From an optimization exercise on the open Yosys and OpenROAD flow, aimed at small area, a short achievable clock period and few clock cycles per item; shortcuts taken in it are not production practice. Power is estimated from default activity; no workload was simulated.

==> flow/design.v <==
`timescale 1ns / 1ps
module mff_prefix #(parameter int N = 8)
(
    input  logic [N-1:0] g,
    input  logic [N-1:0] p,
    input  logic         cin,
    output logic [N:0]   c
);
    logic [N-1:0] gg;
    logic [N-1:0] pp;
    always_comb
    begin
        gg = g;
        pp = p;
        gg[0] = g[0] | (p[0] & cin);
        for (int l = 0; (1 << l) < N; l++)
        begin
            for (int i = 0; i < N; i++)
            begin
                if (((i >> l) & 1) == 1)
                begin
                    gg[i] = gg[i] | (pp[i] & gg[((i >> l) << l) - 1]);
                    pp[i] = pp[i] & pp[((i >> l) << l) - 1];
                end
            end
        end
        c = {gg, cin};
    end
endmodule
`timescale 1ns / 1ps
module message_field_filter_core
(
    input  logic        clk,
    input  logic        rst_n,
    input  logic        cfg_we,
    input  logic [2:0]  cfg_index,
    input  logic [63:0] cfg_data,
    input  logic        in_valid,
    output logic        in_stall,
    input  logic [7:0]  data_byte,
    input  logic        last_byte,
    output logic        out_valid,
    input  logic        out_stall,
    output logic        matched,
    output logic [15:0] slice_start,
    output logic [15:0] slice_length,
    output logic [15:0] message_size,
    output logic        size_overflow
);
    logic [1:0]  c_mode;
    logic [15:0] c_req;
    logic [15:0] c_off;
    logic [3:0]  c_cnt;
    logic [63:0] c_tmpl;
    logic [31:0] c_rstart;
    logic [31:0] c_rwidth;
    logic [15:0] c_slice;
    always_ff @(posedge clk)
    begin
        if (cfg_we)
        begin
            case (cfg_index)
                3'd0: c_mode   <= cfg_data[1:0];
                3'd1: c_req    <= cfg_data[15:0];
                3'd2: c_off    <= cfg_data[15:0];
                3'd3: c_cnt    <= cfg_data[3:0];
                3'd4: c_tmpl   <= cfg_data;
                3'd5: c_rstart <= cfg_data[31:0];
                3'd6: c_rwidth <= cfg_data[31:0];
                default: c_slice <= cfg_data[15:0];
            endcase
        end
    end
    logic is_tmpl, is_range, is_slice;
    assign is_tmpl  = (c_mode == 2'd0);
    assign is_range = (c_mode == 2'd1);
    assign is_slice = (c_mode == 2'd2);
    logic [7:0] nmask, mlast;
    always_comb
    begin
        for (int j = 0; j < 8; j++)
        begin
            nmask[j] = c_cnt[3] || (3'(j) < c_cnt[2:0]);
            mlast[j] = is_range ? (j == 3)
                     : c_cnt[3] ? (j == 7)
                     :            (3'(j + 1) == c_cnt[2:0]);
        end
    end
    logic       in_valid_reg;
    logic [7:0] data_reg;
    logic       last_reg;
    logic        inmsg;      
    logic        done;       
    logic [15:0] size;
    logic        full_r;     
    logic        ovf;
    logic        flag;       
    logic        met;        
    logic        teq;        
    logic        b1;         
    logic        b2;         
    logic [8:0]  pos;        
    logic [3:0]  rpos;       
    logic        pos0_n;     
    logic        rpos0_n;    
    logic [8:1]  pos_hi;
    logic [3:1]  rpos_hi;
    logic [9:0]  rt;         
    logic        rt_v;       
    logic        rt_first;   
    logic        o_matched;
    logic [15:0] o_size;
    logic        o_ovf;
    logic [15:0] o_start;
    logic [15:0] o_len;
    logic        stall_r;
    logic push, fire, adv, full;
    assign push     = done && !out_valid;
    assign fire     = in_valid_reg && (!done || push);
    assign full     = inmsg && full_r;
    assign adv      = fire && !full;
    assign in_stall = stall_r;
    logic in_valid_reg_n, done_n, out_valid_n;
    assign in_valid_reg_n = in_valid || stall_r;
    assign done_n         = (fire && last_reg) || (done && !push);
    assign out_valid_n    = push || (out_valid && out_stall);
    always_ff @(posedge clk or negedge rst_n)
    begin
        if (!rst_n)
        begin
            in_valid_reg <= 1'b0;
            done         <= 1'b0;
            out_valid    <= 1'b0;
            stall_r      <= 1'b0;
        end
        else
        begin
            in_valid_reg <= in_valid_reg_n;
            done         <= done_n;
            out_valid    <= out_valid_n;
            stall_r      <= in_valid_reg_n && done_n && out_valid_n;
        end
    end
    always_ff @(posedge clk)
    begin
        if (!stall_r)
        begin
            data_reg <= data_byte;
            last_reg <= last_byte;
        end
    end
    logic [15:0] size_inc;
    logic [16:0] inc_c;
    mff_prefix #(.N(16)) u_inc (
        .g   (16'd0),
        .p   (size),
        .cin (1'b1),
        .c   (inc_c)
    );
    assign size_inc = size ^ inc_c[15:0];
    logic [16:0] ek, ex, ec;
    logic        eq_off, eq_sum, eq_t;
    assign eq_off = (size == c_off);
    assign ek     = {1'b0, size};
    assign ex     = {1'b0, c_off ^ c_slice} ^ ek;
    assign ec     = {(c_off & c_slice) | ((c_off ^ c_slice) & ~size), 1'b0};
    assign eq_sum = (ex == ec);
    assign eq_t   = is_slice ? eq_sum : eq_off;
    logic t_zero;
    assign t_zero = (c_off == 16'd0) && (!is_slice || c_slice == 16'd0);
    logic flag_cur, met_cur, teq_cur, win;
    assign pos  = {pos_hi, !pos0_n};
    assign rpos = {rpos_hi, !rpos0_n};
    assign flag_cur = inmsg ? (flag || eq_t) : t_zero;
    assign met_cur  = inmsg && met;
    assign teq_cur  = !inmsg || teq;
    assign win      = flag_cur && !pos[8];
    logic        t_win, r_win;
    logic [7:0]  t_byte, rs_byte, rw_byte;
    always_comb
    begin
        t_byte  = '0;
        for (int j = 0; j < 8; j++)
            t_byte = t_byte | ({8{pos[j]}} & c_tmpl[8*j +: 8]);
    end
    logic [3:0] rpos_n;
    logic       r_shift, r_start;
    logic [7:0] rs_nxt, rw_nxt;
    assign r_shift = adv && win && is_range;
    assign r_start = !inmsg || (fire && last_reg);
    assign rpos_n  = (fire && last_reg) ? 4'b0001
                   : r_shift            ? {rpos[2:0], 1'b0}
                   :                      rpos;
    always_comb
    begin
        rs_nxt = '0;
        rw_nxt = '0;
        for (int j = 0; j < 3; j++)
        begin
            rs_nxt = rs_nxt | ({8{rpos[j]}} & c_rstart[8*(j+1) +: 8]);
            rw_nxt = rw_nxt | ({8{rpos[j]}} & c_rwidth[8*(j+1) +: 8]);
        end
    end
    always_ff @(posedge clk)
    begin
        if (r_shift && !last_reg)
        begin
            rs_byte <= rs_nxt;
            rw_byte <= rw_nxt;
        end
        else if (r_start)
        begin
            rs_byte <= c_rstart[7:0];
            rw_byte <= c_rwidth[7:0];
        end
    end
    assign t_win = is_tmpl && win && (|(pos[7:0] & nmask));
    assign r_win = is_range && win && (|rpos);
    logic       b1_in, b1_new;
    logic [8:0] c1;
    assign b1_in = !rpos[0] && b1;
    mff_prefix #(.N(8)) u_b1 (
        .g   (data_reg & ~rs_byte),
        .p   (data_reg | ~rs_byte),
        .cin (!b1_in),
        .c   (c1)
    );
    assign b1_new = !c1[8];
    logic [7:0] s3, k3;
    logic [8:0] y3;
    logic [8:0] c3;
    logic [9:0] u3;
    assign s3 = data_reg ^ ~rs_byte ^ ~rw_byte;
    assign k3 = (data_reg & ~rs_byte) | (data_reg & ~rw_byte) | (~rs_byte & ~rw_byte);
    assign y3 = {k3, !b1_in};
    mff_prefix #(.N(8)) u_b2 (
        .g   (s3 & y3[7:0]),
        .p   (s3 | y3[7:0]),
        .cin (1'b1),
        .c   (c3)
    );
    assign u3 = {y3[8] & c3[8], y3[8] ^ c3[8], s3 ^ y3[7:0] ^ c3[7:0]};
    logic [9:0] rx;
    logic       b2_new;
    assign rx     = {rt[9:8] + {1'b0, b1}, rt[7:0]};
    assign b2_new = rx[9] || ((rx == 10'd0) && !rt_first && b2);
    assign b2_eff = rt_v ? b2_new : b2;
    always_ff @(posedge clk)
    begin
        rt       <= {!u3[9], u3[8:0]};
        rt_first <= rpos[0];
        rt_v     <= adv && r_win;
        if (rt_v)
            b2 <= b2_new;
    end
    always_ff @(posedge clk or negedge rst_n)
    begin
        if (!rst_n)
        begin
            inmsg <= 1'b0;
            pos0_n  <= 1'b0;
            pos_hi  <= '0;
            rpos0_n <= 1'b0;
            rpos_hi <= '0;
        end
        else
        begin
            rpos0_n <= !rpos_n[0];
            rpos_hi <= rpos_n[3:1];
            if (fire)
                inmsg <= !last_reg;
            if (fire && last_reg)
            begin
                pos0_n  <= 1'b0;
                pos_hi  <= '0;
            end
            else if (adv && win)
            begin
                pos0_n <= 1'b1;
                pos_hi <= pos[7:0];
            end
        end
    end
    always_ff @(posedge clk)
    begin
        if (fire && full)
            ovf <= 1'b1;
        if (adv)
        begin
            size   <= inmsg ? size_inc : 16'd1;
            full_r <= inmsg && (&size[15:1]) && !size[0];
            ovf    <= inmsg && ovf;
            flag   <= flag_cur;
            met    <= met_cur || (win && (|(pos[7:0] & mlast)));
            teq    <= teq_cur && !(t_win && (t_byte != data_reg));
            if (r_win)
                b1 <= b1_new;
        end
    end
    logic ok_len, ok_mode, b2_eff, flag_end;
    assign flag_end = flag || eq_t;
    assign ok_len = (c_req == 16'd0) || (size == c_req);
    always_comb
    begin
        case (c_mode)
            2'd0:    ok_mode = teq && ((c_cnt == 4'd0) ? flag_end : met);
            2'd1:    ok_mode = b2_eff && met;
            2'd2:    ok_mode = flag_end;
            default: ok_mode = 1'b0;
        endcase
    end
    always_ff @(posedge clk)
    begin
        if (push)
        begin
            o_matched <= !ovf && ok_len && ok_mode;
            o_size    <= size;
            o_ovf     <= ovf;
            o_len     <= is_slice ? c_slice : size;
        end
    end
    always_ff @(posedge clk)
        o_start <= is_slice ? c_off : 16'd0;
    assign matched       = o_matched;
    assign message_size  = o_size;
    assign size_overflow = o_ovf;
    assign slice_start   = o_start;
    assign slice_length  = o_len;
endmodule
==> flow/config.mk <==
export PLATFORM = sky130hd
export DESIGN_NAME = message_field_filter_core
export DESIGN_NICKNAME = message_field_filter_core
export VERILOG_FILES = /design/flow/design.v
export SDC_FILE = /design/flow/constraint.sdc
export NUM_CORES = 4
export LEC_CHECK = 0
export CAP_MARGIN = 20
export CORE_MARGIN = 2
export CORE_UTILIZATION = 40
export CTS_CLUSTER_DIAMETER = 80
export CTS_CLUSTER_SIZE = 24
export SLEW_MARGIN = 20
==> flow/constraint.sdc <==
create_clock -name core_clock -period 8.5 [get_ports {clk}]
set_input_delay 1.7000 -clock core_clock [delete_from_list [all_inputs] [get_ports {clk}]]
set_output_delay 1.7000 -clock core_clock [all_outputs]
set_load 0.01 [all_outputs]
standard.sh (not shown) runs the stock make flow with config.mk's settings and CLKGATE_MAP_FILE= SYNTH_SCRIPT=/design/flow/synth_recipe.tcl, a recipe that flattens the netlist after the stock synthesis.
==> flow/flow/run.sh <==
#!/bin/bash
set -euo pipefail
export BUFFER_PORTS_ARGS="-buffer_cell sky130_fd_sc_hd__buf_2"
export SETUP_SLACK_MARGIN=5.6
bash standard.sh > flow_make.log 2>&1
Then changed:
--- a/flow/design.v
+++ b/flow/design.v
@@ -182,39 +182,28 @@
         t_byte  = '0;
         for (int j = 0; j < 8; j++)
             t_byte = t_byte | ({8{pos[j]}} & c_tmpl[8*j +: 8]);
     end
     logic [3:0] rpos_n;
-    logic       r_shift, r_start;
-    logic [7:0] rs_nxt, rw_nxt;
-    assign r_shift = adv && win && is_range;
-    assign r_start = !inmsg || (fire && last_reg);
-    assign rpos_n  = (fire && last_reg) ? 4'b0001
-                   : r_shift            ? {rpos[2:0], 1'b0}
-                   :                      rpos;
+    logic [7:0] rs_sel, rw_sel;
+    assign rpos_n = (fire && last_reg)            ? 4'b0001
+                  : (adv && win && is_range)      ? {rpos[2:0], 1'b0}
+                  :                                 rpos;
     always_comb
     begin
-        rs_nxt = '0;
-        rw_nxt = '0;
-        for (int j = 0; j < 3; j++)
+        rs_sel = '0;
+        rw_sel = '0;
+        for (int j = 0; j < 4; j++)
         begin
-            rs_nxt = rs_nxt | ({8{rpos[j]}} & c_rstart[8*(j+1) +: 8]);
-            rw_nxt = rw_nxt | ({8{rpos[j]}} & c_rwidth[8*(j+1) +: 8]);
+            rs_sel = rs_sel | ({8{rpos_n[j]}} & c_rstart[8*j +: 8]);
+            rw_sel = rw_sel | ({8{rpos_n[j]}} & c_rwidth[8*j +: 8]);
         end
     end
     always_ff @(posedge clk)
     begin
-        if (r_shift && !last_reg)
-        begin
-            rs_byte <= rs_nxt;
-            rw_byte <= rw_nxt;
-        end
-        else if (r_start)
-        begin
-            rs_byte <= c_rstart[7:0];
-            rw_byte <= c_rwidth[7:0];
-        end
+        rs_byte <= rs_sel;
+        rw_byte <= rw_sel;
     end
     assign t_win = is_tmpl && win && (|(pos[7:0] & nmask));
     assign r_win = is_range && win && (|rpos);
     logic       b1_in, b1_new;
     logic [8:0] c1;
The new run completed without violations; worst setup slack got worse by 0.036 ns; hold slack got worse by 0.031 ns; wire length is higher by about 18%; combinational power hardly moves; first-iteration DRC count grows by 34%; register-to-register slack degrades by 0.04 ns; clock skew stays flat; cell area grows by about 7%; core utilization rises by 1.1 points; maximum frequency drops by about 1.2%; via count grows by about 15%.
No run of this note included a check of the RTL's function; only the layout flow was run.

==> re-timing with driven ports <==
Ports are ideal in the flow. The routed layouts listed here were re-timed in OpenROAD.
Step 1 assumes that a clkbuf_16 drives the clock port and a buf_2 every other input.
Step 2 adds t to the input delays and takes it off the output delays; t is the mean of the earliest and latest rising clock arrival at the registers after step 1. Input paths then give back, and output paths get back, about the clock's delay inside the block.
a / b / c = no drivers / after step 1 / after step 2; a / b = the first two.
run | shift t [ns] | setup WS [ns] | slew at the worst register clock pin (ns) | worst slew at a driven data input, ns
the first run | 0.563 | 5.537 / 5.537 / 5.269 | 0.10 / 0.10 | 0.04
the second run | 0.564 | 5.501 / 5.501 / 5.375 | 0.10 / 0.10 | 0.05
After both steps setup and hold are still met in every run listed. For the first run, which loses most, drivers alone change the setup slack by 0.000 ns; drivers and shift together by -0.268 ns.
